Source: an optimization exercise on an open RTL-to-GDS flow (aim: a short achievable clock period and few clock cycles). Production flows keep margins and buffers that such runs may drop.
The RTL was checked by simulation tests, not by an equivalence proof against the original design.
Power and IR drop assume default switching activity.

==> flow/design.v <==
package artp_pkg;
  localparam int SLOTS_DEF  = 8;
  localparam int SLOT_W     = 3;
  localparam int REQ_W      = 2;
  localparam int EV_W       = 3;
  localparam int CFG_IDX_W  = 3;
  localparam int CFG_DATA_W = 16;
  localparam int TIME_W     = 32;
  localparam int ADDR_W     = 8;
  localparam int KIND_W     = 8;
  localparam int SEQ_W      = 8;
  localparam int TMO_W      = 16;
  localparam int RETRY_W    = 4;
  localparam int LOST_W     = 32;
  localparam int REQ_REC_W  = REQ_W + TIME_W + ADDR_W + KIND_W + SEQ_W + ADDR_W;
  localparam int QENT_W     = REQ_REC_W + TIME_W + 1;
  localparam int RES_W      = EV_W + SLOT_W + SEQ_W + ADDR_W + KIND_W + RETRY_W + 1 + LOST_W;
  localparam logic [ADDR_W-1:0]  BCAST_RST   = 8'd255;
  localparam logic [TMO_W-1:0]   TIMEOUT_RST = 16'd2000;
  localparam logic [RETRY_W-1:0] RETRY_RST   = 4'd3;
  typedef enum logic [EV_W-1:0] {
    EV_QUEUED      = 3'd0,
    EV_FULL        = 3'd1,
    EV_ACK_MATCHED = 3'd2,
    EV_ACK_IGNORED = 3'd3,
    EV_SEND_OK     = 3'd4,
    EV_RETRANSMIT  = 3'd5,
    EV_FAILED      = 3'd6,
    EV_IDLE        = 3'd7
  } event_t;
  typedef enum logic [REQ_W-1:0] {
    REQ_ADD  = 2'd0,
    REQ_ACK  = 2'd1,
    REQ_TICK = 2'd2,
    REQ_NOP  = 2'd3
  } req_t;
  typedef enum logic [CFG_IDX_W-1:0] {
    CFG_IS_GATEWAY  = 3'd0,
    CFG_OWN_ADDR    = 3'd1,
    CFG_BCAST_ADDR  = 3'd2,
    CFG_DATA_KIND   = 3'd3,
    CFG_ACK_TIMEOUT = 3'd4,
    CFG_RETRY_LIMIT = 3'd5
  } cfg_idx_t;
  typedef struct packed {
    logic                is_gateway;
    logic [ADDR_W-1:0]   own_address;
    logic [ADDR_W-1:0]   broadcast_address;
    logic [KIND_W-1:0]   data_kind_code;
    logic [TMO_W-1:0]    ack_timeout_ms;
    logic [RETRY_W-1:0]  retry_limit;
  } cfg_t;
  typedef struct packed {
    logic [REQ_W-1:0]   typ;
    logic [TIME_W-1:0]  now;
    logic [ADDR_W-1:0]  dest;
    logic [KIND_W-1:0]  kind;
    logic [SEQ_W-1:0]   aseq;
    logic [ADDR_W-1:0]  asrc;
  } req_rec_t;
  typedef struct packed {
    req_rec_t           req;
    logic [TIME_W-1:0]  lo;
    logic               wrap;
  } qent_t;
  typedef struct packed {
    logic [EV_W-1:0]    ev;
    logic [SLOT_W-1:0]  slot;
    logic [SEQ_W-1:0]   seq;
    logic [ADDR_W-1:0]  peer;
    logic [KIND_W-1:0]  kind;
    logic [RETRY_W-1:0] retries;
    logic               ack_needed;
    logic [LOST_W-1:0]  lost;
  } result_t;
endpackage
import artp_pkg::*;
module artp_regs (
  input  logic                               clk,
  input  logic                               rst_n,
  input  logic                               cfg_we,
  input  logic [artp_pkg::CFG_IDX_W-1:0]     cfg_idx,
  input  logic [artp_pkg::CFG_DATA_W-1:0]    cfg_wdata,
  output artp_pkg::cfg_t                     cfg
);
  artp_pkg::cfg_t cfg_r, cfg_nxt;
  always_comb begin
    cfg_nxt = cfg_r;
    if (cfg_we) begin
      unique case (cfg_idx)
        CFG_IS_GATEWAY:  cfg_nxt.is_gateway        = cfg_wdata[0];
        CFG_OWN_ADDR:    cfg_nxt.own_address       = cfg_wdata[ADDR_W-1:0];
        CFG_BCAST_ADDR:  cfg_nxt.broadcast_address = cfg_wdata[ADDR_W-1:0];
        CFG_DATA_KIND:   cfg_nxt.data_kind_code    = cfg_wdata[KIND_W-1:0];
        CFG_ACK_TIMEOUT: cfg_nxt.ack_timeout_ms    = cfg_wdata[TMO_W-1:0];
        CFG_RETRY_LIMIT: cfg_nxt.retry_limit       = cfg_wdata[RETRY_W-1:0];
        default:         cfg_nxt = cfg_r;
      endcase
    end
  end
  always_ff @(posedge clk) begin
    if (!rst_n) begin
      cfg_r.is_gateway        <= 1'b0;
      cfg_r.own_address       <= '0;
      cfg_r.broadcast_address <= BCAST_RST;
      cfg_r.data_kind_code    <= '0;
      cfg_r.ack_timeout_ms    <= TIMEOUT_RST;
      cfg_r.retry_limit       <= RETRY_RST;
    end else begin
      cfg_r <= cfg_nxt;
    end
  end
  assign cfg = cfg_r;
endmodule
import artp_pkg::*;
module artp_dp #(
  parameter int SLOTS = artp_pkg::SLOTS_DEF
) (
  input  logic                clk,
  input  logic                rst_n,
  input  artp_pkg::cfg_t      cfg,
  input  logic                q_valid,
  input  artp_pkg::qent_t     q_ent,
  input  logic                q1_valid,
  input  artp_pkg::qent_t     q1_ent,
  input  artp_pkg::qent_t     i_ent,
  input  logic [1:0][artp_pkg::TIME_W-1:0] qc_now,
  input  logic [1:0][artp_pkg::TIME_W-1:0] qc_lo,
  input  logic [1:0]                       qc_wrap,
  output logic                q_pop,
  input  logic                out_ready,
  output logic                out_valid,
  output artp_pkg::result_t   out_res,
  output logic                out_last
);
  logic [SLOTS-1:0]                valid_r;
  logic [SLOTS-1:0][ADDR_W-1:0]    dest_r;
  logic [SLOTS-1:0][KIND_W-1:0]    kind_r;
  logic [SLOTS-1:0][SEQ_W-1:0]     eseq_r;
  logic [SLOTS-1:0][TIME_W-1:0]    stamp_r;
  logic [SLOTS-1:0][RETRY_W-1:0]   retr_r;
  logic [SLOTS-1:0]                so_r;    
  logic [SLOTS-1:0]                bc_r;    
  logic [SLOTS-1:0]                lim_r;   
  logic [SEQ_W-1:0]                seq_r;
  logic                m_valid;
  artp_pkg::req_rec_t  m_req;
  logic                m_add, m_ack, m_tick;
  logic                m_for_us, m_kd, m_isbc;
  logic [SLOTS-1:0]    m_seqm;    
  logic [SLOTS-1:0]    m_to;      
  logic                b_valid, b_one, b_tick;    
  logic [SLOTS-1:0]    b_pick;        
  logic [SLOTS-1:0]    b_rest;        
  logic [SLOTS-1:0]    b_so, b_rt;    
  logic [EV_W-1:0]     b_ev;          
  logic                b_an;          
  logic                b_pdest;       
  logic [SEQ_W-1:0]    b_sseq;        
  logic [ADDR_W-1:0]   b_speer;       
  logic [LOST_W-1:0]   loss_r, loss_p1_r;
  logic                o_valid, s_valid;
  artp_pkg::result_t   o_res, s_res;
  logic                o_last, s_last;
  function automatic logic [SLOTS-1:0] lowest(input logic [SLOTS-1:0] v);
    logic [SLOTS-1:0] seen;
    seen = '0;
    for (int i = 1; i < SLOTS; i++) seen[i] = seen[i-1] | v[i-1];
    lowest = v & ~seen;
  endfunction
  logic x_fire;
  logic [SLOTS-1:0] f1, match, tbeat, tfree, retx;
  logic [SLOTS-1:0] add_w, retx_w, valid_nxt;
  logic any_free;
  assign x_fire   = m_valid && (!b_valid || (b_one && !s_valid));
  assign match    = valid_r & m_seqm & {SLOTS{m_for_us}};
  assign tbeat    = valid_r & (so_r | (~bc_r & m_to));
  assign tfree    = valid_r & (so_r | bc_r | (m_to & ~lim_r));
  assign retx     = valid_r & ~so_r & ~bc_r & m_to & lim_r;
  logic [SLOTS-1:0] xc_m_valid, xc_m_add, xc_m_tick, xc_b_valid, xc_b_one, xc_s_valid;
  always_comb begin
    for (int i = 0; i < SLOTS; i++) begin
      add_w[i]  = xc_m_valid[i] && (!xc_b_valid[i] || (xc_b_one[i] && !xc_s_valid[i])) &&
                  xc_m_add[i] && f1[i];
      retx_w[i] = xc_m_valid[i] && (!xc_b_valid[i] || (xc_b_one[i] && !xc_s_valid[i])) &&
                  xc_m_tick[i] && retx[i];
    end
  end
  always_comb begin
    valid_nxt = valid_r;
    if (x_fire) begin
      if (m_add)  valid_nxt = valid_r | f1;
      if (m_ack)  valid_nxt = valid_r & ~match;
      if (m_tick) valid_nxt = valid_r & ~tfree;
    end
  end
  logic [SLOTS-1:0]                valid_d, so_d, bc_d, lim_d;
  logic [SEQ_W-1:0]                seq_d;
  logic [SLOTS-1:0][ADDR_W-1:0]    dest_d;
  logic [SLOTS-1:0][KIND_W-1:0]    kind_d;
  logic [SLOTS-1:0][SEQ_W-1:0]     eseq_d;
  logic [SLOTS-1:0][TIME_W-1:0]    stamp_d;
  logic [SLOTS-1:0][RETRY_W-1:0]   retr_d;
  assign valid_d = rst_n ? valid_nxt : '0;
  logic [SLOTS-1:0] f1_d;
  logic             any_free_d;
  assign f1_d       = lowest(~valid_d);
  assign any_free_d = !(&valid_d);
  artp_reg #(.W(SLOTS+1)) u_f1_r (.clk(clk), .d({f1_d, any_free_d}), .q({f1, any_free}));
  assign seq_d   = !rst_n ? '0 : (x_fire && m_add && any_free) ? seq_r + 1'b1 : seq_r;
  always_comb begin
    for (int i = 0; i < SLOTS; i++) begin
      dest_d[i]  = add_w[i] ? m_req.dest : dest_r[i];
      kind_d[i]  = add_w[i] ? m_req.kind : kind_r[i];
      eseq_d[i]  = add_w[i] ? seq_r      : eseq_r[i];
      stamp_d[i] = (add_w[i] || retx_w[i]) ? m_req.now : stamp_r[i];
      retr_d[i]  = add_w[i] ? '0 : retx_w[i] ? retr_r[i] + 1'b1 : retr_r[i];
      so_d[i]    = add_w[i] ? (cfg.is_gateway && m_kd)
                            : (cfg.is_gateway && (kind_r[i] == cfg.data_kind_code));
      bc_d[i]    = add_w[i] ? m_isbc : (dest_r[i] == cfg.broadcast_address);
      lim_d[i]   = add_w[i]  ? (cfg.retry_limit != '0) :
                   retx_w[i] ? ((retr_r[i] + 1'b1) < cfg.retry_limit) :
                               (retr_r[i] < cfg.retry_limit);
    end
  end
  artp_reg #(.W(SLOTS))              u_valid_r (.clk(clk), .d(valid_d), .q(valid_r));
  artp_reg #(.W(SEQ_W))              u_seq_r   (.clk(clk), .d(seq_d),   .q(seq_r));
  artp_reg #(.W(SLOTS*ADDR_W))       u_dest_r  (.clk(clk), .d(dest_d),  .q(dest_r));
  artp_reg #(.W(SLOTS*KIND_W))       u_kind_r  (.clk(clk), .d(kind_d),  .q(kind_r));
  artp_reg #(.W(SLOTS*SEQ_W))        u_eseq_r  (.clk(clk), .d(eseq_d),  .q(eseq_r));
  artp_reg #(.W(SLOTS*TIME_W))       u_stamp_r (.clk(clk), .d(stamp_d), .q(stamp_r));
  artp_reg #(.W(SLOTS*RETRY_W))      u_retr_r  (.clk(clk), .d(retr_d),  .q(retr_r));
  artp_reg #(.W(3*SLOTS))            u_flag_r  (.clk(clk), .d({so_d, bc_d, lim_d}),
                                                .q({so_r, bc_r, lim_r}));
  logic m_load, to_fwd;
  logic [SLOTS-1:0] to_cur, seqm_cur, ge_lo, le_now;
  logic fge_lo, fle_now;
  assign m_load = x_fire || !m_valid;
  assign q_pop  = m_load && q_valid;
  logic [TIME_W-1:0] m_now_c;
  artp_reg #(.W(TIME_W)) u_m_now_c (.clk(clk), .d(m_load ? q_ent.req.now : m_now_c), .q(m_now_c));
  artp_ge32 u_fge_lo  (.a(m_now_c),       .b(q_ent.lo), .ge(fge_lo));
  artp_ge32 u_fle_now (.a(q_ent.req.now), .b(m_now_c),  .ge(fle_now));
  assign to_fwd  = q_ent.wrap ? !(fge_lo || fle_now) : !(fge_lo && fle_now);
  for (genvar i = 0; i < SLOTS; i++) begin : g_cmp
    artp_ge32 u_ge_lo  (.a(stamp_r[i]),         .b(qc_lo[i/4]), .ge(ge_lo[i]));
    artp_ge32 u_le_now (.a(qc_now[i/4]),        .b(stamp_r[i]), .ge(le_now[i]));
  end
  always_comb begin
    for (int i = 0; i < SLOTS; i++) begin
      to_cur[i]   = qc_wrap[i/4] ? !(ge_lo[i] || le_now[i]) : !(ge_lo[i] && le_now[i]);
      seqm_cur[i] = (eseq_r[i] == q_ent.req.aseq);
    end
  end
  logic                m_valid_d;
  artp_pkg::req_rec_t  m_req_d;
  logic                m_add_d, m_ack_d, m_tick_d, m_for_us_d, m_kd_d, m_isbc_d;
  logic [SLOTS-1:0]    m_seqm_d, m_to_d;
  assign m_valid_d = rst_n && (m_load ? q_valid : m_valid);
  always_comb begin
    m_req_d    = m_req;
    m_add_d    = m_add;
    m_ack_d    = m_ack;
    m_tick_d   = m_tick;
    m_for_us_d = m_for_us;
    m_kd_d     = m_kd;
    m_isbc_d   = m_isbc;
    m_seqm_d   = m_seqm;
    m_to_d     = m_to;
    if (m_load) begin
      m_req_d    = q_ent.req;
      m_add_d    = (q_ent.req.typ == REQ_ADD);
      m_ack_d    = (q_ent.req.typ == REQ_ACK);
      m_tick_d   = (q_ent.req.typ == REQ_TICK);
      m_for_us_d = (q_ent.req.dest == cfg.own_address) ||
                   (q_ent.req.dest == cfg.broadcast_address);
      m_kd_d     = (q_ent.req.kind == cfg.data_kind_code);
      m_isbc_d   = (q_ent.req.dest == cfg.broadcast_address);
      for (int i = 0; i < SLOTS; i++) begin
        m_seqm_d[i] = add_w[i] ? (seq_r == q_ent.req.aseq) : seqm_cur[i];
        m_to_d[i]   = (add_w[i] || retx_w[i]) ? to_fwd : to_cur[i];
      end
    end
  end
  artp_reg #(.W(REQ_REC_W)) u_m_req (.clk(clk), .d(m_req_d), .q(m_req));
  artp_reg #(.W(7)) u_m_ctl (.clk(clk),
    .d({m_valid_d, m_add_d, m_ack_d, m_tick_d, m_for_us_d, m_kd_d, m_isbc_d}),
    .q({m_valid,   m_add,   m_ack,   m_tick,   m_for_us,   m_kd,   m_isbc}));
  artp_reg #(.W(2*SLOTS)) u_m_cmp (.clk(clk), .d({m_seqm_d, m_to_d}), .q({m_seqm, m_to}));
  logic b_emit;
  logic [SLOT_W-1:0] pick_slot;
  logic [ADDR_W-1:0] p_dest;
  logic [KIND_W-1:0] p_kind;
  logic [SEQ_W-1:0]  p_seq;
  logic [RETRY_W-1:0] p_retr;
  artp_pkg::result_t beat;
  logic [SLOTS-1:0] r_pick, r_rest;
  logic [LOST_W-1:0] loss_p2;
  logic p_so, p_rt, p_fail;
  artp_inc32 u_inc (.x(loss_p1_r), .y(loss_p2));
  assign b_emit = b_valid && !s_valid;
  assign r_pick = lowest(b_rest);
  assign r_rest = b_rest & ~r_pick;
  assign p_so   = |(b_pick & b_so);
  assign p_rt   = |(b_pick & b_rt);
  assign p_fail = b_tick && !p_so && !p_rt;
  always_comb begin
    pick_slot = '0;
    p_dest = '0; p_kind = '0; p_seq = '0; p_retr = '0;
    for (int i = 0; i < SLOTS; i++) begin
      if (b_pick[i]) pick_slot = pick_slot | SLOT_W'(i);
      p_dest = p_dest | (dest_r[i] & {ADDR_W{b_pick[i]}});
      p_kind = p_kind | (kind_r[i] & {KIND_W{b_pick[i]}});
      p_seq  = p_seq  | (eseq_r[i] & {SEQ_W{b_pick[i]}});
      p_retr = p_retr | (retr_r[i] & {RETRY_W{b_pick[i]}});
    end
  end
  always_comb begin
    beat            = '0;
    beat.ev         = !b_tick ? b_ev : p_so ? EV_SEND_OK : p_rt ? EV_RETRANSMIT : EV_FAILED;
    beat.slot       = pick_slot;
    beat.seq        = p_seq | b_sseq;
    beat.peer       = (p_dest & {ADDR_W{b_pdest}}) | b_speer;
    beat.kind       = p_kind;
    beat.retries    = p_retr;
    beat.ack_needed = b_an;
    beat.lost       = p_fail ? loss_p1_r : loss_r;
  end
  logic [SLOTS-1:0] n_pick;
  logic n_single, n_one;
  logic [EV_W-1:0] n_ev;
  function automatic logic atmost1(input logic [SLOTS-1:0] v);
    logic any, two;
    any = 1'b0;
    two = 1'b0;
    for (int i = 0; i < SLOTS; i++) begin
      two = two | (any & v[i]);
      any = any | v[i];
    end
    atmost1 = !two;
  endfunction
  always_comb begin
    n_pick   = '0;
    n_single = 1'b1;
    n_one    = 1'b1;
    n_ev     = EV_IDLE;
    if (m_add) begin
      n_pick   = f1;
      n_single = !any_free;
      n_ev     = any_free ? EV_QUEUED : EV_FULL;
    end
    if (m_ack) begin
      n_pick   = lowest(match);
      n_single = (match == '0);
      n_one    = atmost1(match);
      n_ev     = (match == '0) ? EV_ACK_IGNORED : EV_ACK_MATCHED;
    end
    if (m_tick) begin
      n_pick   = lowest(tbeat);
      n_single = (tbeat == '0);
      n_one    = atmost1(tbeat);
    end
  end
  logic             b_valid_d, b_one_d, b_tick_d, b_an_d, b_pdest_d;
  logic [SLOTS-1:0] b_pick_d, b_rest_d, b_so_d, b_rt_d;
  logic [EV_W-1:0]  b_ev_d;
  logic [SEQ_W-1:0] b_sseq_d;
  logic [ADDR_W-1:0] b_speer_d;
  logic [LOST_W-1:0] loss_d, loss_p1_d;
  always_comb begin
    b_valid_d = b_valid;
    b_one_d   = b_one;
    b_tick_d  = b_tick;
    b_an_d    = b_an;
    b_pdest_d = b_pdest;
    b_pick_d  = b_pick;
    b_rest_d  = b_rest;
    b_so_d    = b_so;
    b_rt_d    = b_rt;
    b_ev_d    = b_ev;
    b_sseq_d  = b_sseq;
    b_speer_d = b_speer;
    loss_d    = loss_r;
    loss_p1_d = loss_p1_r;
    if (b_emit && p_fail) begin
      loss_d    = loss_p1_r;
      loss_p1_d = loss_p2;
    end
    if (x_fire) begin
      b_valid_d = 1'b1;
      b_one_d   = n_one;
      b_tick_d  = m_tick && (tbeat != '0);
      b_pick_d  = n_pick;
      b_rest_d  = m_ack ? (match & ~n_pick) : m_tick ? (tbeat & ~n_pick) : '0;
      b_so_d    = so_r;
      b_rt_d    = retx;
      b_ev_d    = n_ev;
      b_an_d    = m_add && !n_single && !cfg.is_gateway && !m_isbc;
      b_pdest_d = (m_add || m_tick) && !n_single;
      b_sseq_d  = (m_ack && n_single) ? m_req.aseq : '0;
      b_speer_d = m_ack ? m_req.asrc : (m_add && n_single) ? m_req.dest : '0;
    end else if (b_emit) begin
      if (b_one) b_valid_d = 1'b0;
      b_one_d   = (r_rest == '0);
      b_pick_d  = r_pick;
      b_rest_d  = r_rest;
    end
    if (!rst_n) begin
      b_valid_d = 1'b0;
      b_one_d   = 1'b0;
      loss_d    = '0;
      loss_p1_d = LOST_W'(1);
    end
  end
  artp_reg #(.W(5)) u_b_ctl (.clk(clk),
    .d({b_valid_d, b_one_d, b_tick_d, b_an_d, b_pdest_d}),
    .q({b_valid,   b_one,   b_tick,   b_an,   b_pdest}));
  artp_reg #(.W(4*SLOTS)) u_b_sel (.clk(clk),
    .d({b_pick_d, b_rest_d, b_so_d, b_rt_d}), .q({b_pick, b_rest, b_so, b_rt}));
  artp_reg #(.W(EV_W+SEQ_W+ADDR_W)) u_b_dat (.clk(clk),
    .d({b_ev_d, b_sseq_d, b_speer_d}), .q({b_ev, b_sseq, b_speer}));
  artp_reg #(.W(2*LOST_W)) u_loss (.clk(clk), .d({loss_d, loss_p1_d}), .q({loss_r, loss_p1_r}));
  logic o_free;
  logic o_valid_d, s_valid_d, o_last_d, s_last_d;
  artp_pkg::result_t o_res_d, s_res_d;
  assign o_free = !o_valid || out_ready;
  always_comb begin
    o_valid_d = o_valid;
    s_valid_d = s_valid;
    if (o_free) begin
      o_valid_d = s_valid || b_emit;
      s_valid_d = 1'b0;
    end else if (b_emit) begin
      s_valid_d = 1'b1;
    end
    if (!rst_n) begin
      o_valid_d = 1'b0;
      s_valid_d = 1'b0;
    end
    o_res_d  = o_free ? (s_valid ? s_res  : beat)  : o_res;
    o_last_d = o_free ? (s_valid ? s_last : b_one) : o_last;
    s_res_d  = (!o_free && b_emit) ? beat  : s_res;
    s_last_d = (!o_free && b_emit) ? b_one : s_last;
  end
  artp_reg #(.W(4)) u_os_ctl (.clk(clk), .d({o_valid_d, s_valid_d, o_last_d, s_last_d}),
                              .q({o_valid, s_valid, o_last, s_last}));
  artp_reg #(.W(RES_W)) u_o_res (.clk(clk), .d(o_res_d), .q(o_res));
  artp_reg #(.W(RES_W)) u_s_res (.clk(clk), .d(s_res_d), .q(s_res));
  for (genvar i = 0; i < SLOTS; i++) begin : g_xc
    artp_reg #(.W(6)) u_xc (.clk(clk),
      .d({m_valid_d,     m_add_d,     m_tick_d,     b_valid_d,     b_one_d,     s_valid_d}),
      .q({xc_m_valid[i], xc_m_add[i], xc_m_tick[i], xc_b_valid[i], xc_b_one[i], xc_s_valid[i]}));
  end
  assign out_valid = o_valid;
  assign out_res   = o_res;
  assign out_last  = o_last;
endmodule
module artp_ge32 (
  input  logic [artp_pkg::TIME_W-1:0] a,
  input  logic [artp_pkg::TIME_W-1:0] b,
  output logic                        ge
);
  localparam int TIME_W = artp_pkg::TIME_W;
  logic [TIME_W-1:0] g, p, g2, p2;
  always_comb begin
    g = a & ~b;
    p = a | ~b;
    for (int d = 1; d < TIME_W; d = d * 2) begin
      g2 = g;
      p2 = p;
      for (int k = d; k < TIME_W; k++) begin
        g2[k] = g[k] | (p[k] & g[k-d]);
        p2[k] = p[k] & p[k-d];
      end
      g = g2;
      p = p2;
    end
    ge = g[TIME_W-1] | p[TIME_W-1];
  end
endmodule
module artp_inc32 (
  input  logic [artp_pkg::LOST_W-1:0] x,
  output logic [artp_pkg::LOST_W-1:0] y
);
  localparam int LOST_W = artp_pkg::LOST_W;
  logic [LOST_W-1:0] a, a2;
  always_comb begin
    a = x;
    for (int d = 1; d < LOST_W; d = d * 2) begin
      a2 = a;
      for (int k = d; k < LOST_W; k++) a2[k] = a[k] & a[k-d];
      a = a2;
    end
    y = x ^ {a[LOST_W-2:0], 1'b1};
  end
endmodule
import artp_pkg::*;
module artp_ctrl (
  input  logic                clk,
  input  logic                rst_n,
  input  artp_pkg::cfg_t      cfg,
  input  logic                in_valid,
  output logic                in_ready,
  input  artp_pkg::req_rec_t  in_req,
  output logic                q_valid,
  output artp_pkg::qent_t     q_ent,
  output logic                q1_valid,    
  output artp_pkg::qent_t     q1_ent,      
  output artp_pkg::qent_t     in_ent,
  output logic [1:0][artp_pkg::TIME_W-1:0] qc_now,
  output logic [1:0][artp_pkg::TIME_W-1:0] qc_lo,
  output logic [1:0]                       qc_wrap,
  input  logic                q_pop
);
  artp_pkg::qent_t q0_r, q1_r, i_ent;
  artp_pkg::req_rec_t i_r;
  logic [TMO_W-1:0] i_lo16;     
  logic i_b16;                  
  logic i_v, q0_v, q1_v, rdy_r;
  logic i_mv, q0_v_nxt, q1_v_nxt, i_v_nxt;
  artp_pkg::req_rec_t i_d;
  logic [TMO_W:0] lo16_in, lo16_d;
  logic [TMO_W-1:0] hi16;
  logic hi_b;
  artp_pkg::qent_t q0_d, q1_d;
  logic rdy_d, i_v_d, q0_v_d, q1_v_d;
  assign i_d = rdy_r ? in_req : i_r;
  artp_sub16 u_sub (.a(in_req.now[TMO_W-1:0]), .b(cfg.ack_timeout_ms), .y(lo16_in));
  assign lo16_d = rdy_r ? lo16_in : {i_b16, i_lo16};
  artp_dec16 u_dec (.a(i_r.now[TIME_W-1:TMO_W]), .b(i_b16), .y({hi_b, hi16}));
  assign i_ent.req  = i_r;
  assign i_ent.lo   = {hi16, i_lo16};
  assign i_ent.wrap = hi_b;
  assign i_mv = i_v && (!q1_v || q_pop);
  always_comb begin
    q0_v_nxt = q0_v;
    q1_v_nxt = q1_v;
    if (q_pop) begin
      q0_v_nxt = q1_v || i_v;
      q1_v_nxt = q1_v && i_v;
    end else if (!q0_v) begin
      q0_v_nxt = i_v;
    end else if (!q1_v) begin
      q1_v_nxt = i_v;
    end
    i_v_nxt = (i_v && !i_mv) || (in_valid && rdy_r);
  end
  assign i_v_d  = rst_n && i_v_nxt;
  assign q0_v_d = rst_n && q0_v_nxt;
  assign q1_v_d = rst_n && q1_v_nxt;
  assign rdy_d  = !rst_n || !i_v_nxt || !q1_v_nxt;
  always_comb begin
    q0_d = q0_r;
    q1_d = q1_r;
    if (q_pop) begin
      q0_d = q1_v ? q1_r : i_ent;
      q1_d = i_ent;
    end else if (!q0_v) begin
      q0_d = i_ent;
    end else if (!q1_v) begin
      q1_d = i_ent;
    end
  end
  artp_reg #(.W(REQ_REC_W))  u_i_r  (.clk(clk), .d(i_d),  .q(i_r));
  artp_reg #(.W(TMO_W+1))    u_i_lo (.clk(clk), .d(lo16_d), .q({i_b16, i_lo16}));
  artp_reg #(.W(QENT_W)) u_q0_r (.clk(clk), .d(q0_d), .q(q0_r));
  artp_reg #(.W(2*TIME_W+1)) u_qc0 (.clk(clk), .d({q0_d.req.now, q0_d.lo, q0_d.wrap}),
                                   .q({qc_now[0], qc_lo[0], qc_wrap[0]}));
  artp_reg #(.W(2*TIME_W+1)) u_qc1 (.clk(clk), .d({q0_d.req.now, q0_d.lo, q0_d.wrap}),
                                   .q({qc_now[1], qc_lo[1], qc_wrap[1]}));
  artp_reg #(.W(QENT_W)) u_q1_r (.clk(clk), .d(q1_d), .q(q1_r));
  artp_reg #(.W(4)) u_ctl_r (.clk(clk), .d({i_v_d, q0_v_d, q1_v_d, rdy_d}),
                             .q({i_v, q0_v, q1_v, rdy_r}));
  assign in_ready = rdy_r;
  assign q_valid  = q0_v;
  assign q_ent    = q0_r;
  assign q1_valid = q1_v;
  assign q1_ent   = q1_r;
  assign in_ent   = i_ent;
endmodule
module artp_sub16 (
  input  logic [artp_pkg::TMO_W-1:0] a,
  input  logic [artp_pkg::TMO_W-1:0] b,
  output logic [artp_pkg::TMO_W:0]   y
);
  localparam int W = artp_pkg::TMO_W;
  logic [W-1:0] g, p, p2, c, gn, pn;
  always_comb begin
    g = a & ~b;
    p = a ^ ~b;
    g[0] = g[0] | p[0];
    p2 = a | ~b;
    p2[0] = 1'b0;
    for (int d = 1; d < W; d = d * 2) begin
      gn = g;
      pn = p2;
      for (int k = d; k < W; k++) begin
        gn[k] = g[k] | (p2[k] & g[k-d]);
        pn[k] = p2[k] & p2[k-d];
      end
      g = gn;
      p2 = pn;
    end
    c = {g[W-2:0], 1'b1};
    y = {!g[W-1], p ^ c};
  end
endmodule
module artp_dec16 (
  input  logic [artp_pkg::TMO_W-1:0] a,
  input  logic                       b,
  output logic [artp_pkg::TMO_W:0]   y
);
  localparam int W = artp_pkg::TMO_W;
  logic [W-1:0] z, zn;
  always_comb begin
    z = ~a;
    for (int d = 1; d < W; d = d * 2) begin
      zn = z;
      for (int k = d; k < W; k++) zn[k] = z[k] & z[k-d];
      z = zn;
    end
    y = {b & z[W-1], a ^ ({z[W-2:0], 1'b1} & {W{b}})};
  end
endmodule
module artp_reg #(
  parameter int W = 1
) (
  input  logic         clk,
  input  logic [W-1:0] d,
  output logic [W-1:0] q
);
  always_ff @(posedge clk) q <= d;
endmodule
import artp_pkg::*;
module ack_retry_pending_table (
  input  logic                               clk,
  input  logic                               rst_n,
  input  logic                               in_valid,
  output logic                               in_ready,
  input  logic [artp_pkg::REQ_W-1:0]         in_req_type,
  input  logic [artp_pkg::TIME_W-1:0]        in_now_ms,
  input  logic [artp_pkg::ADDR_W-1:0]        in_dest_addr,
  input  logic [artp_pkg::KIND_W-1:0]        in_packet_kind,
  input  logic [artp_pkg::SEQ_W-1:0]         in_ack_seq,
  input  logic [artp_pkg::ADDR_W-1:0]        in_ack_source,
  output logic                               out_valid,
  input  logic                               out_ready,
  output logic [artp_pkg::EV_W-1:0]          out_event,
  output logic [artp_pkg::SLOT_W-1:0]        out_slot,
  output logic [artp_pkg::SEQ_W-1:0]         out_seq,
  output logic [artp_pkg::ADDR_W-1:0]        out_peer_addr,
  output logic [artp_pkg::KIND_W-1:0]        out_kind,
  output logic [artp_pkg::RETRY_W-1:0]       out_retry_count,
  output logic                               out_ack_needed,
  output logic [artp_pkg::LOST_W-1:0]        out_lost_total,
  output logic                               out_last,
  input  logic                               cfg_we,
  input  logic [artp_pkg::CFG_IDX_W-1:0]     cfg_idx,
  input  logic [artp_pkg::CFG_DATA_W-1:0]    cfg_wdata
);
  localparam int SLOTS = SLOTS_DEF;
  artp_pkg::cfg_t       cfg;
  artp_pkg::req_rec_t   in_req;
  artp_pkg::qent_t      q_ent, q1_ent, i_ent;
  logic                 q1_valid;
  logic [1:0][artp_pkg::TIME_W-1:0] qc_now, qc_lo;
  logic [1:0]           qc_wrap;
  artp_pkg::result_t    out_res;
  logic                 q_valid, q_pop;
  assign in_req.typ  = in_req_type;
  assign in_req.now  = in_now_ms;
  assign in_req.dest = in_dest_addr;
  assign in_req.kind = in_packet_kind;
  assign in_req.aseq = in_ack_seq;
  assign in_req.asrc = in_ack_source;
  artp_regs u_regs (
    .clk       (clk),
    .rst_n     (rst_n),
    .cfg_we    (cfg_we),
    .cfg_idx   (cfg_idx),
    .cfg_wdata (cfg_wdata),
    .cfg       (cfg)
  );
  artp_ctrl u_ctrl (
    .clk      (clk),
    .rst_n    (rst_n),
    .cfg      (cfg),
    .in_valid (in_valid),
    .in_ready (in_ready),
    .in_req   (in_req),
    .q_valid  (q_valid),
    .q_ent    (q_ent),
    .q1_valid (q1_valid),
    .q1_ent   (q1_ent),
    .in_ent   (i_ent),
    .qc_now   (qc_now),
    .qc_lo    (qc_lo),
    .qc_wrap  (qc_wrap),
    .q_pop    (q_pop)
  );
  artp_dp #(.SLOTS(SLOTS)) u_dp (
    .clk       (clk),
    .rst_n     (rst_n),
    .cfg       (cfg),
    .q_valid   (q_valid),
    .q_ent     (q_ent),
    .q1_valid  (q1_valid),
    .q1_ent    (q1_ent),
    .i_ent     (i_ent),
    .qc_now    (qc_now),
    .qc_lo     (qc_lo),
    .qc_wrap   (qc_wrap),
    .q_pop     (q_pop),
    .out_ready (out_ready),
    .out_valid (out_valid),
    .out_res   (out_res),
    .out_last  (out_last)
  );
  assign out_event       = out_res.ev;
  assign out_slot        = out_res.slot;
  assign out_seq         = out_res.seq;
  assign out_peer_addr   = out_res.peer;
  assign out_kind        = out_res.kind;
  assign out_retry_count = out_res.retries;
  assign out_ack_needed  = out_res.ack_needed;
  assign out_lost_total  = out_res.lost;
endmodule
==> flow/run.sh <==
#!/bin/bash
# synth_recipe.tcl (not shown) runs the flow's synth.tcl, then flattens the netlist and writes it again
# the make line also repeats each setting of config.mk as NAME=value (left out here)
make -C /OpenROAD-flow-scripts/flow DESIGN_CONFIG=/design/flow/config.mk WORK_HOME=/design/flow/orfs CLKGATE_MAP_FILE= SYNTH_SCRIPT=/design/flow/synth_recipe.tcl finish
==> flow/config.mk <==
export PLATFORM = sky130hd
export DESIGN_NAME = ack_retry_pending_table
export DESIGN_NICKNAME = ack_retry_pending_table
export VERILOG_FILES = /design/flow/design.v
export SDC_FILE = /design/flow/constraint.sdc
export NUM_CORES = 4
export LEC_CHECK = 0
export ABC_CLOCK_PERIOD_IN_PS = 2000
export CAP_MARGIN = 20
export CORE_MARGIN = 2
export CORE_UTILIZATION = 40
export SETUP_SLACK_MARGIN = 4.0
export SLEW_MARGIN = 20
export SYNTH_HIERARCHICAL = 1
==> flow/constraint.sdc <==
create_clock -name core_clock -period 6.5 [get_ports {clk}]
set_input_delay 1.3000 -clock core_clock [delete_from_list [all_inputs] [get_ports {clk}]]
set_output_delay 1.3000 -clock core_clock [all_outputs]
set_load 0.01 [all_outputs]
==> flow_metrics.py, run 1 <==
metrics = {
    "outcome": {
        "outcome": "finished clean",
    },
    "global_route": {
        "grt_pass1_vias": 49445,
        "antenna_found_initial": 3,
        "grt_usage_pct": 23.83,
        "grt_max_degree": 85,
        "grt_first_pass_wirelength_mm": 309.5,
        "grt.overflow.total": 0,
    },
    "timing": {
        "setup-tns-final_ns": 0,
        "finalHoldViolations": 0,
        "worstMarginPinSlew_ns": 1.195,
        "rsz0062_at_grt": "yes",
        "clock_skew_ns": 0.03855,
        "setup_violations": 0,
        "fin_crit_sh_pct": 42.53,
        "min_period_ns": 2.764,
        "max_freq_mhz": 361.8,
        "slew_headroom_pct": 20.33,
        "finalWorstSetupSlack_ns": 3.736,
        "slew_violations": 0,
    },
    "power": {
        "pwr_density_cell_nw_per_um2": 306.9,
        "p_clk_share_pct": 38.2,
        "switching_share_pct": 30.01,
        "pwr-share-comb_pct": 15.8,
        "power.leakage_nw": 30.78,
        "p_sw_w": 0.007169,
        "irDropWorstVdd_uv": 325.6,
        "p_seq_share_pct": 46.0,
        "p_int_w": 0.01672,
    },
    "clock_tree": {
        "hold_buffers": 0,
        "clk_latency_ns": 0.83,
        "cts.htree.levels": 4,
        "cts-root-buf": "clkbuf_16",
        "clkTransAtPathRegs_ns": 0.06,
        "numCtsBuffers": 158,
        "cts_tree": "built",
        "clock_path_buffers": 3,
        "clock_sinks": 1414,
    },
    "placed_design": {
        "hpwl_mm": 143.4,
        "dp_cells": 9027,
        "place_ws_ns": 2.452,
        "place_area_um2": 69640,
        "place_congestion": 0.9252,
        "port_buffers": 159,
    },
    "hold_path": {
        "hold_path_class": "reg2reg",
        "hold_start": "u_dp.u_m_req.q[15]",
    },
    "route": {
        "vias_per_cell": 5.533,
        "vias": 52115,
        "firstDrtPassIters": 6,
        "wl_per_cell_um": 22.18,
        "wirelength_mm": 208.9,
        "ant_nets": 0,
        "drt_iter0_drc": 4366,
        "drc_errors": 0,
    },
    "setup_path": {
        "crit_end": "u_dp.u_m_cmp.q[6]",
        "cp_max_fo": 8,
        "slowest_stage": "maj3_2",
        "crit_chain": "nand2b_4 -> maj3_2 -> a221oi_4 -> o221ai_4 -> a41oi_4 -> o2111ai_2 -> maj3_2 -> mux2_4 -> o21ai_2",
        "start_kind": "register",
        "crit_path_end_kind": "register",
        "crit_type": "reg2reg",
        "critPathRequiredTime_ns": 7.22,
        "max_stage_delay_ns": 0.44,
        "cp_common_cell": "maj3_2",
        "r2r-start": "u_dp.u_m_now_c.q[0]",
        "startpoint": "u_dp.u_m_now_c.q[0]",
        "reg2reg_depth": 9,
        "reg2reg_slack_ns": 3.74,
        "r2r-end": "u_dp.u_m_cmp.q[6]",
        "crit_arrival_ns": 3.49,
    },
    "synth": {
        "ys_warn_count": 30,
        "syn_inst": 6953,
        "syn_nets": 7136,
        "syn_area_um2": 66100,
        "avgSynthCellArea_um2": 9.507,
    },
    "finish": {
        "nets": 7277,
        "fin_area_um2": 77830,
        "drive_gt1_share_pct": 21.45,
        "areaGrowthSynthToFinish_pct": 17.75,
        "final_common_cell": "dfxtp_1",
        "multi_input_area_um2": 35600,
        "final_cell_mix": "1283 x dfxtp_1, 618 x mux2_2, 589 x nand2_1",
        "instances_no_fill": 9419,
        "ff_latch_area_um2": 28520,
        "fill_cells": 15394,
    },
    "floorplanning": {
        "die_area_um2": 168500,
        "coreArea_um2": 164600,
        "die_y_um": 410.5,
        "pin_count": 160,
        "die_w_um": 410.5,
        "num_rows": 149,
        "start_util_pct": 40.16,
    },
    "flow_run": {
        "max-cap-violations": 0,
    },
}
-- layout make-up --
class	count	area share (%)
flip-flops and latches	1414	36.64
well taps	2189	3.519
clock inverters	69	1.092
repair buffers	310	4.311
diodes	5	0.01608
clock buffers	222	5.761
inverters	599	2.921
multi-input cells	4611	45.74
-- registers in the layout (all words and copies together), names as in the netlist, 32 cells and up --
| signal | count |
|---|---|
| u_dp.g_xc.u_xc.q | 48 |
| u_dp.u_eseq_r.q | 64 |
| u_ctrl.u_q1_r.q | 99 |
| u_ctrl.u_qc1.q | 65 |
| u_dp.u_kind_r.q | 64 |
| u_dp.u_stamp_r.q | 256 |
| u_dp.u_retr_r.q | 32 |
| u_ctrl.u_qc0.q | 65 |
| u_dp.u_m_now_c.q | 32 |
| u_regs.cfg_r | 45 |
| u_ctrl.u_i_r.q | 66 |
| u_dp.u_dest_r.q | 64 |
| u_dp.u_m_req.q | 64 |
| u_dp.u_s_res.q | 67 |
| u_dp.u_loss.q | 64 |
| u_dp.u_o_res.q | 67 |
| u_dp.u_b_sel.q | 32 |
| u_ctrl.u_q0_r.q | 99 |
-- metal layers --
layer	part of all wire, %	vias to the layer above	wire length (um)	GRT usage [%]
li1	-	24780	-	-
met1	46	25383	96270	33.32
met2	44	1585	92670	37.11
met3	6.5	365	13640	3.973
met4	3.0	2	6344	7.987
met5	0.0062	-	13	0
-- per-stage QoR --
stage	total power (W)	hold WS, ns	utilization (%)
floorplan	0.01290	0.4154	-
global placement	0.01432	0.4230	42.29
detailed placement	0.01441	0.4308	42.31
CTS	0.02378	0.4391	46.54
global route	0.02485	0.4596	47.28
finish	0.02389	0.4395	47.28
-- power groups by stage --
stage	combinational [W]	sequential, W	clock, W
floorplan	0.00240	0.0105	0
global placement	0.00324	0.0111	0
detailed placement	0.00331	0.0111	0
CTS	0.00354	0.0109	0.00929
global route	0.00409	0.0111	0.00965
finish	0.00377	0.0110	0.00912
-- critical path, delay by kind of cell, from the launching register on --
| kind | cells | cell delay, ns |
|---|---|---|
| and+or+nand+nor | 1 | 0.14 |
| muxes | 1 | 0.31 |
| adders and majority gates | 2 | 0.77 |
| DFF | 1 | 0.34 |
| AOI/OAI and AO/OA | 5 | 1.12 |
-- worst min-delay path by stage --
stage	endpoint	slack, ns	cells past startpoint
floorplan	u_dp.u_m_req.q[10]	0.42	2
global placement	u_dp.u_m_req.q[13]	0.42	2
detailed placement	u_dp.u_m_req.q[11]	0.43	2
CTS	u_dp.u_m_req.q[11]	0.44	2
global route	u_dp.u_b_sel.q[2]	0.46	2
finish	u_dp.u_m_req.q[15]	0.44	2
-- timing repair --
item,4_1_cts,5_1_grt
endpoints found under the setup margin,809,378
resized for setup,646,193
pin swaps,67,83
gates cloned,6,6
endpoints found under the hold margin,0,0
buffers inserted,51,32
Testbench counts, summed over its fixed seeds: cycles 5,967.
==> inputs of run 2 (changes only) <==
--- a/flow/config.mk
+++ b/flow/config.mk
@@ -9,6 +9,6 @@
 export CAP_MARGIN = 20
 export CORE_MARGIN = 2
 export CORE_UTILIZATION = 40
-export SETUP_SLACK_MARGIN = 4.0
+export SETUP_SLACK_MARGIN = 4.4
 export SLEW_MARGIN = 20
 export SYNTH_HIERARCHICAL = 1
==> run 2 against run 1 <==
Sequential share of layout area shrank 2.2 points. Critical path depth is the same. Still clean. Synthesized cell count is the same.
==> flow_metrics.py, run 2 <==
metrics = {
    "setup_path": {
        "crit_path_end_kind": "register",
        "crit_buf_inv": 0,
        "max_stage_delay_ns": 0.60,
        "crit_type": "reg2reg",
        "cp_max_fo": 8,
        "crit_chain": "nor2b_1 -> a221oi_1 -> a222oi_1 -> o21ai_0 -> a41oi_2 -> o2111ai_2 -> maj3_2 -> mux2_4 -> o21ai_1",
        "crit_family": "compound AO/OA/AOI/OAI gates",
        "critPathRequiredTime_ns": 7.25,
        "start_kind": "register",
        "crit_arrival_ns": 3.60,
        "slowest_stage": "dfxtp_1",
    },
    "clock_tree": {
        "clock_sinks": 1414,
        "cts-root-buf": "clkbuf_16",
        "cts_tree": "built",
        "hold_buffers": 0,
        "numCtsBuffers": 160,
        "clkTransAtPathRegs_ns": 0.05,
        "clk_latency_ns": 0.83,
        "clock_path_buffers": 3,
        "cts.htree.levels": 4,
    },
    "route": {
        "vias": 53717,
        "drc_errors": 0,
        "vias_per_cell": 5.602,
        "wirelength_mm": 223.1,
        "wl_per_cell_um": 23.27,
        "drt_iter0_drc": 4632,
        "ant_nets": 0,
        "firstDrtPassIters": 8,
    },
    "floorplanning": {
        "num_rows": 149,
        "die_area_um2": 168500,
        "start_util_pct": 40.16,
        "pin_count": 160,
        "die_w_um": 410.5,
        "coreArea_um2": 164600,
        "die_y_um": 410.5,
    },
    "finish": {
        "fin_area_um2": 83130,
        "nets": 7462,
        "areaGrowthSynthToFinish_pct": 25.77,
        "final_common_cell": "dfxtp_1",
        "reg.largest.list": "u_dp.u_stamp_r.q: 256 flops, u_ctrl.u_q0_r.q: 99 flops, u_ctrl.u_q1_r.q: 99 flops",
        "drive_gt1_share_pct": 27.83,
        "fill_cells": 14713,
        "final_cell_mix": "1258 x dfxtp_1, 585 x nand2_1, 577 x inv_1",
        "largest_reg_flops": 256,
        "top_register": "u_dp.u_stamp_r.q",
    },
    "placed_design": {
        "port_buffers": 159,
        "hpwl_mm": 141.5,
        "place_area_um2": 70080,
        "place_congestion": 0.9171,
    },
    "timing": {
        "setup-tns-final_ns": 0,
        "fin_crit_sh_pct": 43.76,
        "slew_headroom_pct": 38.56,
        "finalHoldViolations": 0,
        "max_freq_mhz": 351.5,
        "min_period_ns": 2.845,
        "slew_violations": 0,
        "rsz0062_at_grt": "yes",
        "worstMarginPinSlew_ns": 0.9133,
        "setup_violations": 0,
        "clock_skew_ns": 0.05153,
    },
    "synth": {
        "ys_warn_count": 30,
        "syn_area_um2": 66100,
        "syn_inst": 6953,
        "avgSynthCellArea_um2": 9.507,
        "syn_nets": 7136,
    },
    "power": {
        "p_clk_share_pct": 38.0,
        "power.leakage_nw": 33.17,
        "pwr-share-comb_pct": 17.8,
        "switching_share_pct": 30.18,
        "irDropWorstVdd_uv": 292.0,
        "p_seq_share_pct": 44.2,
        "p_sw_w": 0.007525,
        "p_int_w": 0.01741,
        "pwr_density_cell_nw_per_um2": 299.9,
    },
    "global_route": {
        "antenna_found_initial": 10,
        "grt_pass1_vias": 51255,
        "grt_usage_pct": 25.05,
        "grt_max_degree": 138,
        "grt.overflow.total": 0,
        "grt_first_pass_wirelength_mm": 323.3,
    },
    "flow_run": {
        "max-cap-violations": 0,
    },
    "hold_path": {
        "hold_path_class": "reg2reg",
    },
    "outcome": {
        "outcome": "finished clean",
    },
}
==> run 2: final cells by class <==
class                           instances  area [um^2]  share of cell area, %
Multi-Input combinational cell       4613        37790                  45.46
Sequential cell                      1414        28600                  34.41
Timing Repair Buffer                  491         6146                  7.393
Clock buffer                          222         4577                  5.505
Tap cell                             2189         2739                  3.295
Inverter                              599         2300                  2.766
Clock inverter                         59        970.9                  1.168
Antenna cell                            2        5.005               0.006020
==> run 2: worst min-delay path: stages (launching register included) <==
cell	delay, ns
dfxtp_1	0.31
nand2_1	0.05
nand2_1	0.04
==> run 2: through the flow <==
step	setup slack, ns	util (%)	total power (W)	hold slack [ns]	cells
2_1_floorplan	3.451	-	0.01297	0.4154	6953
3_3_place_gp	2.523	42.55	0.01436	0.4242	9025
3_5_place_dp	2.513	42.57	0.01446	0.4293	9026
4_1_cts	3.702	48.99	0.02466	0.4393	9488
5_1_grt	3.585	50.50	0.02589	0.4604	9587
6_report	3.655	50.50	0.02493	0.4420	9589
==> run 2: worst paths after layout <==
check / cells after the start / endpoint / slack, ns / startpoint
max reg2reg: 9 / u_dp.u_m_cmp.q[1] / 3.66 / u_ctrl.u_qc0.q[13]
max: 9 / u_dp.u_m_cmp.q[1] / 3.66 / u_ctrl.u_qc0.q[13]
min: 2 / u_dp.u_m_req.q[8] / 0.44 / u_dp.u_m_req.q[8]
min reg2reg: 2 / u_dp.u_m_req.q[8] / 0.44 / u_dp.u_m_req.q[8]
==> run 2: what timing repair did <==
item	4_1_cts	5_1_grt
pin swaps	122	121
setup buffers	140	88
endpoints found under the setup margin	1234	759
gates cloned	41	11
resized for setup	1106	391
==> run 2: power groups by stage <==
stage / logic, W / registers, W / clock network [W]
3_5_place_dp: 0.00338 / 0.0111 / 0
3_3_place_gp: 0.00331 / 0.0110 / 0
5_1_grt: 0.00474 / 0.0111 / 0.0100
2_1_floorplan: 0.00246 / 0.0105 / 0
6_report: 0.00443 / 0.0110 / 0.00949
4_1_cts: 0.00407 / 0.0109 / 0.00965
==> run 2: routing by layer <==
metal / share of wire (%) / wire (um) / vias to the layer above / GRT usage, %
met4: 2.5 / 5524 / 4 / 6.998
met2: 45 / 100400 / 1679 / 39.55
met3: 6.4 / 14180 / 301 / 3.540
li1: - / - / 25102 / -
met1: 46 / 103000 / 26631 / 35.51
met5: 0.011 / 25 / - / 0
==> inputs of run 3 (changes only) <==
--- a/flow/design.v
+++ b/flow/design.v
@@ -233,24 +233,19 @@
   artp_reg #(.W(3*SLOTS))            u_flag_r  (.clk(clk), .d({so_d, bc_d, lim_d}),
                                                 .q({so_r, bc_r, lim_r}));
   logic m_load, to_fwd;
-  logic [SLOTS-1:0] to_cur, seqm_cur, ge_lo, le_now;
-  logic fge_lo, fle_now;
+  logic [SLOTS-1:0] to_cur, seqm_cur;
   assign m_load = x_fire || !m_valid;
   assign q_pop  = m_load && q_valid;
   logic [TIME_W-1:0] m_now_c;
   artp_reg #(.W(TIME_W)) u_m_now_c (.clk(clk), .d(m_load ? q_ent.req.now : m_now_c), .q(m_now_c));
-  artp_ge32 u_fge_lo  (.a(m_now_c),       .b(q_ent.lo), .ge(fge_lo));
-  artp_ge32 u_fle_now (.a(q_ent.req.now), .b(m_now_c),  .ge(fle_now));
-  assign to_fwd  = q_ent.wrap ? !(fge_lo || fle_now) : !(fge_lo && fle_now);
+  artp_tmo u_fwd (.stamp(m_now_c), .now(q_ent.req.now), .lo(q_ent.lo), .wrap(q_ent.wrap),
+                  .to(to_fwd));
   for (genvar i = 0; i < SLOTS; i++) begin : g_cmp
-    artp_ge32 u_ge_lo  (.a(stamp_r[i]),         .b(qc_lo[i/4]), .ge(ge_lo[i]));
-    artp_ge32 u_le_now (.a(qc_now[i/4]),        .b(stamp_r[i]), .ge(le_now[i]));
+    artp_tmo u_tmo (.stamp(stamp_r[i]), .now(qc_now[i/4]), .lo(qc_lo[i/4]), .wrap(qc_wrap[i/4]),
+                    .to(to_cur[i]));
   end
   always_comb begin
-    for (int i = 0; i < SLOTS; i++) begin
-      to_cur[i]   = qc_wrap[i/4] ? !(ge_lo[i] || le_now[i]) : !(ge_lo[i] && le_now[i]);
-      seqm_cur[i] = (eseq_r[i] == q_ent.req.aseq);
-    end
+    for (int i = 0; i < SLOTS; i++) seqm_cur[i] = (eseq_r[i] == q_ent.req.aseq);
   end
   logic                m_valid_d;
   artp_pkg::req_rec_t  m_req_d;
@@ -494,6 +489,35 @@
     y = x ^ {a[LOST_W-2:0], 1'b1};
   end
 endmodule
+module artp_tmo (
+  input  logic [artp_pkg::TIME_W-1:0] stamp,
+  input  logic [artp_pkg::TIME_W-1:0] now,
+  input  logic [artp_pkg::TIME_W-1:0] lo,
+  input  logic                        wrap,
+  output logic                        to
+);
+  localparam int TIME_W = artp_pkg::TIME_W;
+  function automatic logic ge32(input logic [TIME_W-1:0] a, input logic [TIME_W-1:0] b);
+    logic [TIME_W-1:0] g, p, g2, p2;
+    g = a & ~b;
+    p = a | ~b;
+    for (int d = 1; d < TIME_W; d = d * 2) begin
+      g2 = g;
+      p2 = p;
+      for (int k = d; k < TIME_W; k++) begin
+        g2[k] = g[k] | (p[k] & g[k-d]);
+        p2[k] = p[k] & p[k-d];
+      end
+      g = g2;
+      p = p2;
+    end
+    ge32 = g[TIME_W-1] | p[TIME_W-1];
+  endfunction
+  logic ge_lo, le_now;
+  assign ge_lo  = ge32(stamp, lo);
+  assign le_now = ge32(now, stamp);
+  assign to = wrap ? !(ge_lo || le_now) : !(ge_lo && le_now);
+endmodule
 import artp_pkg::*;
 module artp_ctrl (
   input  logic                clk,
--- a/flow/config.mk
+++ b/flow/config.mk
@@ -9,6 +9,6 @@
 export CAP_MARGIN = 20
 export CORE_MARGIN = 2
 export CORE_UTILIZATION = 40
-export SETUP_SLACK_MARGIN = 4.4
+export SETUP_SLACK_MARGIN = 4.0
 export SLEW_MARGIN = 20
 export SYNTH_HIERARCHICAL = 1
==> run 3 against run 2 <==
Still clean on timing, DRC and antenna. Synthesized cell count fell by 1.6%. Routed wire length decreased by 12%. Register-to-register slack better by 0.25 ns. Die area about the same. Clock skew down 0.017 ns. Final cell count fell by 3.5%. Critical path type is now reg2out.
==> flow_metrics.py, run 3 <==
metrics = {
    "outcome": {
        "outcome": "finished clean",
    },
    "timing": {
        "slew_headroom_pct": 35.36,
        "worstMarginPinSlew_ns": 0.9697,
        "fin_crit_sh_pct": 42.48,
        "setup-tns-final_ns": 0,
        "min_period_ns": 2.761,
        "max_freq_mhz": 362.1,
        "finalHoldViolations": 0,
        "rsz0062_at_grt": "yes",
        "slew_violations": 0,
        "clock_skew_ns": 0.03430,
        "setup_violations": 0,
    },
    "global_route": {
        "grt_pass1_vias": 48318,
        "antenna_found_initial": 5,
        "grt_usage_pct": 22.50,
        "grt_max_degree": 109,
        "grt_first_pass_wirelength_mm": 295.2,
        "grt.overflow.total": 0,
    },
    "setup_path": {
        "critPathRequiredTime_ns": 5.20,
        "crit_type": "reg2out",
        "max_stage_delay_ns": 0.50,
        "crit_chain": "buf_6",
        "slowest_stage": "dfxtp_4",
        "crit_family": "flip-flops",
        "cp_max_fo": 2,
        "crit_path_end_kind": "primary output",
        "crit_arrival_ns": 1.46,
        "crit_buf_inv": 1,
        "start_kind": "register",
    },
    "synth": {
        "syn_nets": 7023,
        "avgSynthCellArea_um2": 9.663,
        "syn_area_um2": 66090,
        "ys_warn_count": 30,
        "syn_inst": 6840,
    },
    "placed_design": {
        "port_buffers": 159,
        "dp_cells": 8900,
        "place_congestion": 0.8967,
        "hpwl_mm": 135.0,
    },
    "finish": {
        "drive_gt1_share_pct": 21.32,
        "largest_reg_flops": 256,
        "top_register": "u_dp.u_stamp_r.q",
        "instances_no_fill": 9257,
        "fill_cells": 15450,
        "nets": 7120,
        "reg.largest.list": "u_dp.u_stamp_r.q: 256 flops, u_ctrl.u_q0_r.q: 99 flops, u_ctrl.u_q1_r.q: 99 flops",
        "final_cell_mix": "1305 x dfxtp_1, 627 x mux2_2, 580 x nand2_1",
        "areaGrowthSynthToFinish_pct": 16.03,
        "final_common_cell": "dfxtp_1",
    },
    "power": {
        "power.leakage_nw": 30.21,
        "irDropWorstVdd_uv": 220.3,
        "pwr_density_cell_nw_per_um2": 305.5,
    },
    "floorplanning": {
        "coreArea_um2": 164600,
        "pin_count": 160,
        "die_y_um": 410.5,
        "die_area_um2": 168500,
        "start_util_pct": 40.15,
        "num_rows": 149,
        "die_w_um": 410.5,
    },
    "clock_tree": {
        "cts-root-buf": "clkbuf_16",
        "clkTransAtPathRegs_ns": 0.06,
        "numCtsBuffers": 155,
        "cts_tree": "built",
        "clk_latency_ns": 0.80,
        "clock_path_buffers": 3,
        "cts.htree.levels": 4,
        "clock_sinks": 1414,
    },
    "route": {
        "drc_errors": 0,
        "wl_per_cell_um": 21.12,
        "firstDrtPassIters": 6,
        "wirelength_mm": 195.5,
        "vias": 50705,
        "drt_iter0_drc": 4264,
        "ant_nets": 0,
        "vias_per_cell": 5.477,
    },
    "hold_path": {
        "hold_path_class": "reg2reg",
    },
    "flow_run": {
        "max-cap-violations": 0,
    },
}
-- run 3: per-layer routing --
metal	share of wire (%)	GRT usage, %
met1	47	31.81
met2	43	34.32
met3	6.7	4.379
met4	3.0	7.004
met5	0.0066	0
-- run 3: report_power, final --
group          switching [W]  total [W]  internal, W
Sequential           0.00126     0.0109      0.00964
Combinational        0.00185    0.00349      0.00164
Clock                0.00379    0.00905      0.00526
Total                0.00689     0.0234       0.0165
-- run 3: final cells by class --
type / count / area [um^2] / area share [%]
Sequential cell: 1414 / 28480 / 37.14
Antenna cell: 3 / 7.507 / 0.009789
Clock buffer: 216 / 4514 / 5.886
Timing Repair Buffer: 274 / 2969 / 3.872
Multi-Input combinational cell: 4616 / 35390 / 46.14
Tap cell: 2189 / 2739 / 3.571
Clock inverter: 69 / 772.0 / 1.007
Inverter: 476 / 1819 / 2.372
-- run 3: tightest hold or removal path: stages, from the launching register on --
cell and delay, ns:
dfxtp_1 0.30, nand2_1 0.05, nand2_1 0.04
-- run 3: path summary, 6_finish.rpt --
path	cells after the start	from	slack (ns)	endpoint
worst max-delay path	1	u_ctrl.u_ctl_r.q[0]	3.74	in_ready
worst max register to register	8	u_dp.u_m_now_c.q[8]	3.91	u_dp.u_m_cmp.q[3]
worst min register to register	2	u_dp.u_m_req.q[2]	0.43	u_dp.u_m_req.q[2]
worst min-delay path	2	u_dp.u_m_req.q[2]	0.43	u_dp.u_m_req.q[2]
-- run 3: what timing repair did --
action,in CTS,in global routing
gates resized for setup,601,110
pin swaps,28,24
buffers inserted,29,25
hold buffers,0,0
gates cloned,10,5
endpoints found under the setup margin,727,527
-- run 3: per-stage QoR --
stage | hold WS [ns] | worst slack (ns) | area (um^2) | util [%] | total power (W)
after floorplan | 0.4072 | 3.451 | 66220 | - | 0.01280
after global placement | 0.4200 | 2.579 | 69570 | 42.26 | 0.01414
after detailed placement | 0.4209 | 2.500 | 69570 | 42.26 | 0.01422
after CTS | 0.4325 | 3.702 | 76020 | 46.18 | 0.02349
after global routing | 0.4476 | 3.714 | 76680 | 46.58 | 0.02442
final | 0.4301 | 3.739 | 76690 | 46.59 | 0.02343
Testbench counts of run 3, summed over its fixed seeds: cycles 5,967.
==> inputs of run 4 (changes only) <==
--- a/flow/design.v
+++ b/flow/design.v
@@ -446,7 +446,9 @@
       .d({m_valid_d,     m_add_d,     m_tick_d,     b_valid_d,     b_one_d,     s_valid_d}),
       .q({xc_m_valid[i], xc_m_add[i], xc_m_tick[i], xc_b_valid[i], xc_b_one[i], xc_s_valid[i]}));
   end
-  assign out_valid = o_valid;
+  logic o_valid_o;
+  artp_reg #(.W(1)) u_o_valid_o (.clk(clk), .d(o_valid_d), .q(o_valid_o));
+  assign out_valid = o_valid_o;
   assign out_res   = o_res;
   assign out_last  = o_last;
 endmodule
@@ -540,7 +542,7 @@
   artp_pkg::req_rec_t i_r;
   logic [TMO_W-1:0] i_lo16;     
   logic i_b16;                  
-  logic i_v, q0_v, q1_v, rdy_r;
+  logic i_v, q0_v, q1_v, rdy_r, rdy_o;
   logic i_mv, q0_v_nxt, q1_v_nxt, i_v_nxt;
   artp_pkg::req_rec_t i_d;
   logic [TMO_W:0] lo16_in, lo16_d;
@@ -595,7 +597,8 @@
   artp_reg #(.W(QENT_W)) u_q1_r (.clk(clk), .d(q1_d), .q(q1_r));
   artp_reg #(.W(4)) u_ctl_r (.clk(clk), .d({i_v_d, q0_v_d, q1_v_d, rdy_d}),
                              .q({i_v, q0_v, q1_v, rdy_r}));
-  assign in_ready = rdy_r;
+  artp_reg #(.W(1)) u_rdy_o (.clk(clk), .d(rdy_d), .q(rdy_o));
+  assign in_ready = rdy_o;
   assign q_valid  = q0_v;
   assign q_ent    = q0_r;
   assign q1_valid = q1_v;
==> run 4 against run 3 <==
Final cell count up 0.19%. Routed wire length up 0.10%. Design area up 0.51%. Worst hold slack better by 0.0042 ns. Utilization up 0.24 points. Critical path depth unchanged. Clock-buffer cell count down 4. Die area about the same. Combinational power up 1%. Sequential cell count up 2. Worst setup slack better by 0.075 ns. First-iteration DRC count up 3.1%. Critical path type unchanged. Largest power group unchanged.
==> flow_metrics.py, run 4 <==
metrics = {
    "clock_tree": {
        "clkTransAtPathRegs_ns": 0.06,
        "cts_tree": "built",
        "hold_buffers": 0,
        "clock_path_buffers": 3,
        "cts.htree.levels": 4,
        "clock_sinks": 1416,
        "numCtsBuffers": 157,
        "cts-root-buf": "clkbuf_16",
        "clk_latency_ns": 0.79,
    },
    "timing": {
        "max_freq_mhz": 372.3,
        "setup-tns-final_ns": 0,
        "worstMarginPinSlew_ns": 1.042,
        "finalHoldViolations": 0,
        "rsz0062_at_grt": "yes",
        "min_period_ns": 2.686,
        "slew_headroom_pct": 30.24,
        "slew_violations": 0,
        "fin_crit_sh_pct": 41.33,
        "clock_skew_ns": 0.02878,
        "setup_violations": 0,
    },
    "finish": {
        "fin_area_um2": 77080,
        "largest_reg_flops": 256,
        "final_common_cell": "dfxtp_1",
        "final_cell_mix": "1306 x dfxtp_1, 625 x mux2_2, 580 x nand2_1",
        "nets": 7138,
        "top_register": "u_dp.u_stamp_r.q",
        "drive_gt1_share_pct": 21.62,
        "reg.largest.list": "u_dp.u_stamp_r.q: 256 flops, u_ctrl.u_q0_r.q: 99 flops, u_ctrl.u_q1_r.q: 99 flops",
        "areaGrowthSynthToFinish_pct": 16.55,
        "fin_util_pct": 46.83,
    },
    "synth": {
        "ys_warn_count": 31,
        "avgSynthCellArea_um2": 9.666,
        "syn_nets": 7025,
        "syn_inst": 6842,
        "syn_area_um2": 66130,
    },
    "power": {
        "power.leakage_nw": 30.44,
        "pwr_density_cell_nw_per_um2": 308.7,
        "fin_total_pwr_w": 0.02379,
        "irDropWorstVdd_uv": 280.5,
    },
    "global_route": {
        "grt.overflow.total": 0,
        "grt_usage_pct": 22.46,
        "antenna_found_initial": 4,
        "grt_first_pass_wirelength_mm": 295.8,
        "grt_pass1_vias": 48090,
        "grt_max_degree": 99,
    },
    "floorplanning": {
        "start_util_pct": 40.17,
        "die_y_um": 410.6,
        "die_w_um": 410.6,
        "pin_count": 160,
        "die_area_um2": 168600,
        "num_rows": 149,
        "coreArea_um2": 164600,
    },
    "placed_design": {
        "hpwl_mm": 134.1,
        "place_area_um2": 69640,
        "port_buffers": 159,
        "place_congestion": 0.8873,
    },
    "setup_path": {
        "critPathRequiredTime_ns": 5.20,
        "crit_chain": "buf_6",
        "crit_arrival_ns": 1.39,
        "cp_max_fo": 1,
        "crit_path_end_kind": "primary output",
        "crit_type": "reg2out",
        "start_kind": "register",
        "crit_family": "flip-flops",
        "crit_buf_inv": 1,
        "slowest_stage": "dfxtp_4",
        "max_stage_delay_ns": 0.46,
    },
    "route": {
        "drt_iter0_drc": 4398,
        "vias_per_cell": 5.460,
        "wl_per_cell_um": 21.10,
        "drc_errors": 0,
        "ant_nets": 0,
        "vias": 50645,
        "firstDrtPassIters": 6,
        "wirelength_mm": 195.7,
    },
    "hold_path": {
        "hold_path_class": "reg2reg",
    },
    "flow_run": {
        "max-cap-violations": 0,
    },
    "outcome": {
        "outcome": "finished clean",
    },
}
-- run 4: path summary, 6_finish.rpt --
path / endpoint / cells after the start / start / slack, ns
max reg2reg: u_dp.u_m_cmp.q[3] / 10 / u_ctrl.u_qc0.q[44] / 4.00
max: in_ready / 1 / u_ctrl.u_rdy_o.q / 3.81
min reg2reg: u_dp.u_m_req.q[4] / 2 / u_dp.u_m_req.q[4] / 0.43
min: u_dp.u_m_req.q[4] / 2 / u_dp.u_m_req.q[4] / 0.43
-- run 4: layout make-up --
type,count,area (um^2)
diodes,3,7.507
inverters,476,1817
clock inverters,75,1010
repair buffers,289,3048
flip-flops and latches,1416,28520
well taps,2189,2739
clock buffers,212,4478
fillers,15537,87530
multi-input cells,4615,35460
-- run 4: timing repair --
item	CTS	global route
setup endpoints to repair	764	487
gates resized for setup	567	127
gates cloned	7	3
pin swaps	28	50
buffers inserted	30	43
-- run 4: routing by layer --
metal / vias up / part of all wire [%] / global-route usage (%)
li1: 24493 / - / -
met1: 24543 / 48 / 32.65
met2: 1356 / 44 / 35.00
met3: 251 / 5.4 / 2.997
met4: 2 / 2.0 / 5.483
met5: - / 0.0036 / 0
-- run 4: stage by stage --
| stage | cells | setup WS (ns) | hold slack (ns) |
|---|---|---|---|
| finish | 9275 | 3.814 | 0.4343 |
| global placement | 8901 | 2.544 | 0.4201 |
| CTS | 9226 | 3.788 | 0.4357 |
| global route | 9272 | 3.798 | 0.4542 |
| detailed placement | 8902 | 2.546 | 0.4245 |
| floorplan | 6842 | 3.451 | 0.4072 |
-- run 4: power by group --
part	switching, W	internal [W]	leakage [nW]
clock	0.00379	0.00562	2.69
combinational	0.00190	0.00164	16.1
sequential	0.00120	0.00965	11.7
Testbench counts of run 4, summed over its fixed seeds: cycles 5,967.

-- what the ideal ports hide --
The results above use ideal ports. As a check the final layouts listed here were re-extracted and re-timed, cells and wires unchanged.
Step 1: set_driving_cell puts a clkbuf_16 on clk and a buf_2 on each other input, an assumption about the parent block.
Step 2, shift: input delay + t, output delay - t, t = (earliest + latest rising clock arrival at the registers) / 2. This alone moves slack from input paths to output paths.
a / b / c = ideal / step 1 / step 2; a / b = the first two.
| run | shift t [ns] | slack for setup (ns) | latest minus earliest clock arrival (ns) |
|---|---|---|---|
| run 1 | 0.891 | 3.736 / 3.736 / 3.036 | 0.044 / 0.044 |
| run 2 | 0.889 | 3.655 / 3.655 / 3.078 | 0.052 / 0.052 |
| run 3 | 0.861 | 3.739 / 3.661 / 3.155 | 0.038 / 0.038 |
| run 4 | 0.859 | 3.814 / 3.734 / 3.106 | 0.030 / 0.031 |
After both steps setup and hold are still met in every run listed. The setup slack of run 4, which loses most, moves by -0.080 ns with the drivers and by -0.708 ns with both steps.
